This is an optimization exercise on Yosys and OpenROAD, whose aim is small area, a short achievable clock period and few clock cycles per item, not a production implementation. In this exercise RTL edits were held to simulation tests only and were not proved equivalent to the original. The clock port is modelled as an ideal driver, which makes a skipped or thinned clock tree look cheaper than it is; a real chip needs a root buffer or a tree. Power figures rest on the tool's default switching activity, not on a simulated workload.

Setup of run A:
Design desCore, start of the top module:
module desCore (
   input logic clk,
   input logic rstN,
   input logic req,
   output logic ack,
   input logic decrypt,
   input logic [desCtrlPkg::BlockW-1:0] block,
   input logic [desCtrlPkg::KeyW-1:0] key,
   output logic [desCtrlPkg::BlockW-1:0] result
);
   localparam int HalfW = desCtrlPkg::HalfW;
   localparam int SubkeyW = desCtrlPkg::SubkeyW;
   logic load;
   logic step;
   logic hold;
   logic shiftOne;
   logic [SubkeyW-1:0] subkey;
   logic [HalfW-1:0] rightHalf;
   logic [HalfW-1:0] fOut;
   desControl uControl (
      .clk(clk),
      .rstN(rstN),
      .req(req),
      .ack(ack),
      .load(load),
      .step(step),
      .hold(hold),
      .shiftOne(shiftOne)
   );
   desKeySchedule uKeySchedule (
      .clk(clk),
      .load(load),
      .shiftOne(shiftOne),
      .decrypt(decrypt),
      .key(key),
      .subkey(subkey)
   );
   desRoundFunction uRoundFunction (
      .rightHalf(rightHalf),
      .subkey(subkey),
      .fOut(fOut)
   );
   desDataPath uDataPath (
      .clk(clk),
      .load(load),
      .step(step),
      .hold(hold),
      .block(block),
      .fOut(fOut),
      .rightHalf(rightHalf),
      .result(result)
   );
endmodule
==> flow/config.mk <==
export PLATFORM = sky130hd
export DESIGN_NAME = desCore
export DESIGN_NICKNAME = desCore
export VERILOG_FILES = /design/flow/design.v
export SDC_FILE = /design/flow/constraint.sdc
export NUM_CORES = 4
export LEC_CHECK = 0
export ABC_AREA = 1
export CAP_MARGIN = 20
export CORE_MARGIN = 2
export CORE_UTILIZATION = 60
export SLEW_MARGIN = 20
==> flow/constraint.sdc <==
create_clock -name core_clock -period 10.0 [get_ports {clk}]
set_input_delay 2.0000 -clock core_clock [delete_from_list [all_inputs] [get_ports {clk}]]
set_output_delay 2.0000 -clock core_clock [all_outputs]
set_load 0.01 [all_outputs]
standard.sh (not shown) runs the stock make flow with config.mk's settings and CLKGATE_MAP_FILE= SYNTH_SCRIPT=/design/flow/synth_recipe.tcl, a recipe that flattens the netlist after the stock synthesis.
==> flow/flow/run.sh <==
#!/bin/bash
# ORFS layout through the standard.sh, with these changes:
#  - synthesis runs flow/synth.tcl (the standard flow's script with the ABC script of
#    flow/logic.abc, no adder extraction, no quick abc pass);
#  - plain buffers on the ports instead of the default delay-cell buffers;
#  - the make variables in flow/make_args (repair targets);
#  - a two-level balanced clock tree (flow/tree_cts.tcl, run as the PRE_CTS hook) in
#    place of TritonCTS's H-tree.
# Each tool's output goes to a log file in this folder.
set -euo pipefail
here=$(pwd)
export MY_ABC_SCRIPT=$here/flow/logic.abc
export PRE_CTS_TCL=$here/flow/tree_cts.tcl
export BUFFER_PORTS_ARGS="-buffer_cell sky130_fd_sc_hd__buf_2"
sed "s#SYNTH_SCRIPT=[^ ]*#SYNTH_SCRIPT=$here/flow/synth.tcl#" standard.sh > my_standard.sh
bash my_standard.sh $(cat flow/make_args) finish > standard.log 2>&1
==> flow/flow/make_args <==
SETUP_SLACK_MARGIN=7
==> flow/flow/tree_cts.tcl <==
set block [ord::get_db_block]
set db [ord::get_db]
set master [$db findMaster sky130_fd_sc_hd__clkbuf_16]
set clk_net [$block findNet clk]
set sinks {}
foreach it [$clk_net getITerms] {
  set bb [[$it getInst] getBBox]
  lappend sinks [list $it [expr {([$bb xMin] + [$bb xMax]) / 2}] [expr {([$bb yMin] + [$bb yMax]) / 2}]]
}
puts "tree_cts: [llength $sinks] clock sinks"

proc bisect {items depth axis} {
  if {$depth == 0} { return [list $items] }
  set sorted [lsort -integer -index $axis $items]
  set h [expr {[llength $sorted] / 2}]
  set next [expr {$axis == 1 ? 2 : 1}]
  return [concat [bisect [lrange $sorted 0 [expr {$h - 1}]] [expr {$depth - 1}] $next] \
                 [bisect [lrange $sorted $h end] [expr {$depth - 1}] $next]]
}

proc centre {pts} {
  set sx 0; set sy 0
  foreach p $pts { incr sx [lindex $p 1]; incr sy [lindex $p 2] }
  return [list [expr {$sx / [llength $pts]}] [expr {$sy / [llength $pts]}]]
}

proc add_buf {name in_net x y} {
  global block master
  set net [odb::dbNet_create $block ${name}_net]
  $net setSigType CLOCK
  set buf [odb::dbInst_create $block $master $name]
  [$buf findITerm A] connect $in_net
  [$buf findITerm X] connect $net
  $buf setLocation $x $y
  $buf setPlacementStatus PLACED
  return $net
}

set leaves [bisect $sinks 3 1]
for {set r 0} {$r < 4} {incr r} {
  set ga [lindex $leaves [expr {2 * $r}]]
  set gb [lindex $leaves [expr {2 * $r + 1}]]
  lassign [centre [concat $ga $gb]] rx ry
  set root_net [add_buf clkbuf_root_$r $clk_net $rx $ry]
  foreach g [list $ga $gb] k {0 1} {
    lassign [centre $g] lx ly
    set leaf_net [add_buf clkbuf_leaf_${r}_$k $root_net $lx $ly]
    foreach s $g {
      set it [lindex $s 0]
      $it disconnect
      $it connect $leaf_net
    }
    puts "tree_cts: leaf ${r}_$k drives [llength $g] sinks"
  }
}
$clk_net setSigType CLOCK
global_connect
rename clock_tree_synthesis ""
proc clock_tree_synthesis {args} {
  puts "tree_cts: clock_tree_synthesis skipped (tree built in the PRE_CTS hook)"
  set_propagated_clock [all_clocks]
}
Other scripts of this flow, unchanged in this note and not shown: flow/flow/logic.abc, flow/flow/synth.tcl
Run A did not finish: a tool error stopped it during clock tree synthesis (4_1_cts).
Testbench counts of run A, summed over its fixed seeds: cycles 7,680, items 384.
The inputs of run B differ from those of run A as listed below.
==> flow/flow/make_args <==
SETUP_SLACK_MARGIN=7.2
--- a/flow/flow/tree_cts.tcl
+++ b/flow/flow/tree_cts.tcl
@@ -26,4 +26,3 @@
 
-proc add_buf {name in_net x y} {
-  global block master
+proc add_buf {block master name in_net x y} {
   set net [odb::dbNet_create $block ${name}_net]
@@ -43,6 +42,6 @@
   lassign [centre [concat $ga $gb]] rx ry
-  set root_net [add_buf clkbuf_root_$r $clk_net $rx $ry]
+  set root_net [add_buf $block $master clkbuf_root_$r $clk_net $rx $ry]
   foreach g [list $ga $gb] k {0 1} {
     lassign [centre $g] lx ly
-    set leaf_net [add_buf clkbuf_leaf_${r}_$k $root_net $lx $ly]
+    set leaf_net [add_buf $block $master clkbuf_leaf_${r}_$k $root_net $lx $ly]
     foreach s $g {
## What came out
- Run B: full flow OK, the timing, design-rule and antenna checks passed
- Run B against run A: floorplan die height shows no meaningful change; placed wire-length estimate shows an increase of 340 um; routability congestion estimate shows no meaningful change.
- | cell total after placement | run A vs run B | ≈ equal |
- Comparing run A against run B, there is no change at all in number of buffers inserted by port buffering.
### run B -> run C
- CORE_UTILIZATION changed from 60 to 40
--- a/flow/flow/run.sh
+++ b/flow/flow/run.sh
@@ -5,5 +5,3 @@
 #  - plain buffers on the ports instead of the default delay-cell buffers;
-#  - the make variables in flow/make_args (repair targets);
-#  - a two-level balanced clock tree (flow/tree_cts.tcl, run as the PRE_CTS hook) in
-#    place of TritonCTS's H-tree.
+#  - the make variables in flow/make_args (repair targets).
 # Each tool's output goes to a log file in this folder.
@@ -12,3 +10,2 @@
 export MY_ABC_SCRIPT=$here/flow/logic.abc
-export PRE_CTS_TCL=$here/flow/tree_cts.tcl
 export BUFFER_PORTS_ARGS="-buffer_cell sky130_fd_sc_hd__buf_2"
==> flow/flow/make_args <==
SETUP_SLACK_MARGIN=0
removed: flow/flow/tree_cts.tcl
Results
Setup WNS run B -> run C: worse
Going from run B to run C, die width rose about 22%, critical path depth fell by 2, cell-internal power shows a reduction of 0.039 mW, power dissipated in combinational cells went down by 21%.
From run B to run C the numbers moved as follows: power in sequential cells moved down, largest driver fanout on the critical path moved up, tightest slew margin relative to the limit moved down, total non-filler cell area in the finished layout moved down, routed wirelength normalized by instance count moved down.
Inputs modified between run C and run D:
- a change of CORE_UTILIZATION from 40 to 60
==> flow/flow/make_args <==
SETUP_SLACK_MARGIN=7
Notes after the runs:
Amount of wire on met2 after detailed routing sits lower in run D than in run C. Share of total power consumed by net switching was lower in run D than in run C. Run D -> run C: post-synthesis sequential area ratio delta 0, exact match. Shortest clock period the worst path allows after layout was higher in the run labelled run C. Worst path arrival time: run D vs run C down 3.13 ns. Run D — power share of the sequential group 1.4 points lower, run C as reference. Per the comparison of run D with run C, overall power after layout higher; total wirelength of the detailed-routed design roughly the same; global-route met3 utilization higher.
In run B the design's own scripts or RTL, not TritonCTS, make the clock network.

========
## garnet
desCore, a different RTL version from the one above (not shown whole).
Size in the first run: roughly 1,400 cells after synthesis, roughly 130 flip-flops, about 200 I/O pins.
clock: 10.0 ns
lec_check: 0
abc_area: 1
cap_margin: 20
core_margin: 2
core_utilization: 60
slew_margin: 20
==> flow/flow/run.sh <==
#!/bin/bash
# ORFS layout through the standard.sh, with these changes:
#  - synthesis runs flow/synth.tcl (the standard flow's script with the ABC script of
#    flow/logic.abc, no adder extraction, no quick abc pass);
#  - plain buffers on the ports instead of the default delay-cell buffers;
#  - the make variables in flow/make_args (repair targets);
#  - a two-level balanced clock tree (flow/tree_cts.tcl, run as the PRE_CTS hook) in
#    place of TritonCTS's H-tree.
# Each tool's output goes to a log file in this folder.
set -euo pipefail
here=$(pwd)
export MY_ABC_SCRIPT=$here/flow/logic.abc
export PRE_CTS_TCL=$here/flow/tree_cts.tcl
export BUFFER_PORTS_ARGS="-buffer_cell sky130_fd_sc_hd__buf_1"
sed "s#SYNTH_SCRIPT=[^ ]*#SYNTH_SCRIPT=$here/flow/synth.tcl#" standard.sh > my_standard.sh
bash my_standard.sh $(cat flow/make_args) finish > standard.log 2>&1
==> flow/flow/logic.abc <==
strash
dc2
dch -f
amap
topo
stime -c
==> flow/flow/make_args <==
SETUP_SLACK_MARGIN=7.15
==> flow/flow/tree_cts.tcl <==
set block [ord::get_db_block]
set db [ord::get_db]
set root_master [$db findMaster sky130_fd_sc_hd__clkbuf_4]
set leaf_master [$db findMaster sky130_fd_sc_hd__clkbuf_8]
set clk_net [$block findNet clk]
set sinks {}
foreach it [$clk_net getITerms] {
  set bb [[$it getInst] getBBox]
  lappend sinks [list $it [expr {([$bb xMin] + [$bb xMax]) / 2}] [expr {([$bb yMin] + [$bb yMax]) / 2}]]
}
puts "tree_cts: [llength $sinks] clock sinks"

proc bisect {items depth axis} {
  if {$depth == 0} { return [list $items] }
  set sorted [lsort -integer -index $axis $items]
  set h [expr {[llength $sorted] / 2}]
  set next [expr {$axis == 1 ? 2 : 1}]
  return [concat [bisect [lrange $sorted 0 [expr {$h - 1}]] [expr {$depth - 1}] $next] \
                 [bisect [lrange $sorted $h end] [expr {$depth - 1}] $next]]
}

proc centre {pts} {
  set sx 0; set sy 0
  foreach p $pts { incr sx [lindex $p 1]; incr sy [lindex $p 2] }
  return [list [expr {$sx / [llength $pts]}] [expr {$sy / [llength $pts]}]]
}

proc add_buf {block master name in_net x y} {
  set net [odb::dbNet_create $block ${name}_net]
  $net setSigType CLOCK
  set buf [odb::dbInst_create $block $master $name]
  [$buf findITerm A] connect $in_net
  [$buf findITerm X] connect $net
  $buf setLocation $x $y
  $buf setPlacementStatus PLACED
  return $net
}

set leaves [bisect $sinks 3 1]
for {set r 0} {$r < 4} {incr r} {
  set ga [lindex $leaves [expr {2 * $r}]]
  set gb [lindex $leaves [expr {2 * $r + 1}]]
  lassign [centre [concat $ga $gb]] rx ry
  set root_net [add_buf $block $root_master clkbuf_root_$r $clk_net $rx $ry]
  foreach g [list $ga $gb] k {0 1} {
    lassign [centre $g] lx ly
    set leaf_net [add_buf $block $leaf_master clkbuf_leaf_${r}_$k $root_net $lx $ly]
    foreach s $g {
      set it [lindex $s 0]
      $it disconnect
      $it connect $leaf_net
    }
    puts "tree_cts: leaf ${r}_$k drives [llength $g] sinks"
  }
}
$clk_net setSigType CLOCK
global_connect
rename clock_tree_synthesis ""
proc clock_tree_synthesis {args} {
  puts "tree_cts: clock_tree_synthesis skipped (tree built in the PRE_CTS hook)"
  set_propagated_clock [all_clocks]
}
Other scripts of this flow, unchanged in this note and not shown: flow/flow/synth.tcl
Testbench counts of garnet, summed over its fixed seeds: cycles 7,680, items 384.
For sierra, these inputs were changed with respect to garnet:
==> flow/flow/logic.abc <==
strash
&get -n
&dc2
&dc2
&dch -f
&nf -a -R 1000 -F 8 -A 8 -C 32
&put
==> flow/flow/make_args <==
SETUP_SLACK_MARGIN=7
### Flow results
Delta (sierra minus garnet): power went up; worst setup slack after layout fell by 0.13 ns. Comparing sierra and garnet, the lower post-route fraction of the period consumed by the critical path was measured on garnet. The final layout from sierra, which completed every stage, passed the timing, design-rule and antenna checks at the end of the flow. Sort sierra and garnet by final wirelength desc -> top: garnet. On final setup violation count, sierra and garnet are basically level. The source-to-sink clock delay at the later pin of the worst-skew pair on garnet is in line with that on sierra. sierra against garnet; clock power is down by a few percent. Cmp sierra vs garnet: switching share of power higher in sierra. Relative to garnet, the number of tap cells added at floorplan of sierra is lower by about 2.2%. Side by side, peak clock frequency supported by timing turned out lower in sierra than in garnet.
### sierra -> pepper
diff --git a/flow/flow/run.sh b/flow/flow/run.sh
--- a/flow/flow/run.sh
+++ b/flow/flow/run.sh
@@ -12,5 +12,5 @@
 export MY_ABC_SCRIPT=$here/flow/logic.abc
 export PRE_CTS_TCL=$here/flow/tree_cts.tcl
-export BUFFER_PORTS_ARGS="-buffer_cell sky130_fd_sc_hd__buf_1"
+export BUFFER_PORTS_ARGS="-buffer_cell sky130_fd_sc_hd__buf_2"
 sed "s#SYNTH_SCRIPT=[^ ]*#SYNTH_SCRIPT=$here/flow/synth.tcl#" standard.sh > my_standard.sh
 bash my_standard.sh $(cat flow/make_args) finish > standard.log 2>&1
==> flow/flow/logic.abc <==
strash
dc2
dch -f
amap
topo
stime -c
diff --git a/flow/flow/tree_cts.tcl b/flow/flow/tree_cts.tcl
--- a/flow/flow/tree_cts.tcl
+++ b/flow/flow/tree_cts.tcl
@@ -1,6 +1,5 @@
 set block [ord::get_db_block]
 set db [ord::get_db]
-set root_master [$db findMaster sky130_fd_sc_hd__clkbuf_4]
-set leaf_master [$db findMaster sky130_fd_sc_hd__clkbuf_8]
+set master [$db findMaster sky130_fd_sc_hd__clkbuf_16]
 set clk_net [$block findNet clk]
 set sinks {}
@@ -42,8 +41,8 @@
   set gb [lindex $leaves [expr {2 * $r + 1}]]
   lassign [centre [concat $ga $gb]] rx ry
-  set root_net [add_buf $block $root_master clkbuf_root_$r $clk_net $rx $ry]
+  set root_net [add_buf $block $master clkbuf_root_$r $clk_net $rx $ry]
   foreach g [list $ga $gb] k {0 1} {
     lassign [centre $g] lx ly
-    set leaf_net [add_buf $block $leaf_master clkbuf_leaf_${r}_$k $root_net $lx $ly]
+    set leaf_net [add_buf $block $master clkbuf_leaf_${r}_$k $root_net $lx $ly]
     foreach s $g {
       set it [lindex $s 0]
==> notes.md <==
Looking at final cell area excluding filler cells across sierra and pepper, the one that comes out lower is sierra.
Wire length the detailed router placed on met1 (pepper / sierra): 1.11
Worst hold margin in pepper is 0.065 ns below sierra.
NOTE worst-case vdd ir drop sierra->pepper decreased by more than 10%
sierra has a higher ratio of total power to cell area than pepper.
Diff sierra -> pepper: synthesized-area fraction occupied by and/or/nand/nor cells moved up, die area moved up.
As far as starting density of the core is concerned, pepper and sierra perform about the same.
Register-to-register slack (pepper over sierra): decrease, 0.07 ns
Going from sierra to pepper, via count grows by 18%.
When pepper is set beside sierra, its final clock period utilization by the worst path turns out to be 0.52 points larger.
> inputs changed (pepper -> zinc)
==> flow/flow/run.sh <==
#!/bin/bash
# ORFS layout through the standard.sh, with these changes:
#  - synthesis runs flow/synth.tcl (the standard flow's script with the ABC script of
#    flow/logic.abc, no adder extraction, no quick abc pass);
#  - plain buffers on the ports instead of the default delay-cell buffers;
#  - the make variables in flow/make_args (repair targets).
# Each tool's output goes to a log file in this folder.
set -euo pipefail
here=$(pwd)
export MY_ABC_SCRIPT=$here/flow/logic.abc
export BUFFER_PORTS_ARGS="-buffer_cell sky130_fd_sc_hd__buf_2"
sed "s#SYNTH_SCRIPT=[^ ]*#SYNTH_SCRIPT=$here/flow/synth.tcl#" standard.sh > my_standard.sh
bash my_standard.sh $(cat flow/make_args) finish > standard.log 2>&1
removed: flow/flow/tree_cts.tcl
==> notes.md <==
In zinc, the internal power summed over all cells came out 0.00021 W above the value in pepper.
zinc ended up with a higher share of total power in the clock network than pepper did.
On count of cells along the worst register-to-register path, the higher figure sits with zinc, not pepper.
Route | zinc vs pepper | wire shorter in zinc
zinc vs. pepper: share of post-route cells with drive strength above 1 went up by 1.7 points, wire length on met3 lost 300 um, end-of-flow core utilization up 1.9 points.
Delta (zinc minus pepper): clock-pin slew on the worst setup and hold paths decreased 0.02 ns, layout filler cell count decreased 2.6%.
zinc reports its capture point of the critical path as ack while pepper reports result[60].
In garnet, sierra and pepper the design's own scripts or RTL, not TritonCTS, make the clock network.

static timing again, ports no longer ideal:
The results above use ideal ports. As a check the final layouts listed here were re-extracted and re-timed, cells and wires unchanged. Step 1: set_driving_cell puts a clkbuf_16 on clk and a buf_2 on each other input, an assumption about the parent block. Step 2, shift: input delay + t, output delay - t, t = (earliest + latest rising clock arrival at the registers) / 2. This alone moves slack from input paths to output paths. Three values: ideal, step 1, step 2; two values: the first two.
run	t (ns)	setup WS [ns]	clock arrival spread, ns
run B	0.378	7.019 / 7.018 / 6.866	0.008 / 0.009
run C	0.463	6.138 / 6.138 / 6.138	0.015 / 0.015
run D	0.476	6.973 / 6.930 / 6.608	0.009 / 0.009
garnet	0.398	7.131 / 7.053 / 6.796	0.026 / 0.026
sierra	0.386	7.001 / 6.931 / 6.646	0.013 / 0.013
pepper	0.363	6.949 / 6.854 / 6.669	0.013 / 0.013
zinc	0.470	6.980 / 6.936 / 6.602	0.010 / 0.010
After both steps every run listed still meets setup and hold. The setup slack of zinc, which loses most, moves by -0.044 ns with the drivers and by -0.378 ns with both steps.
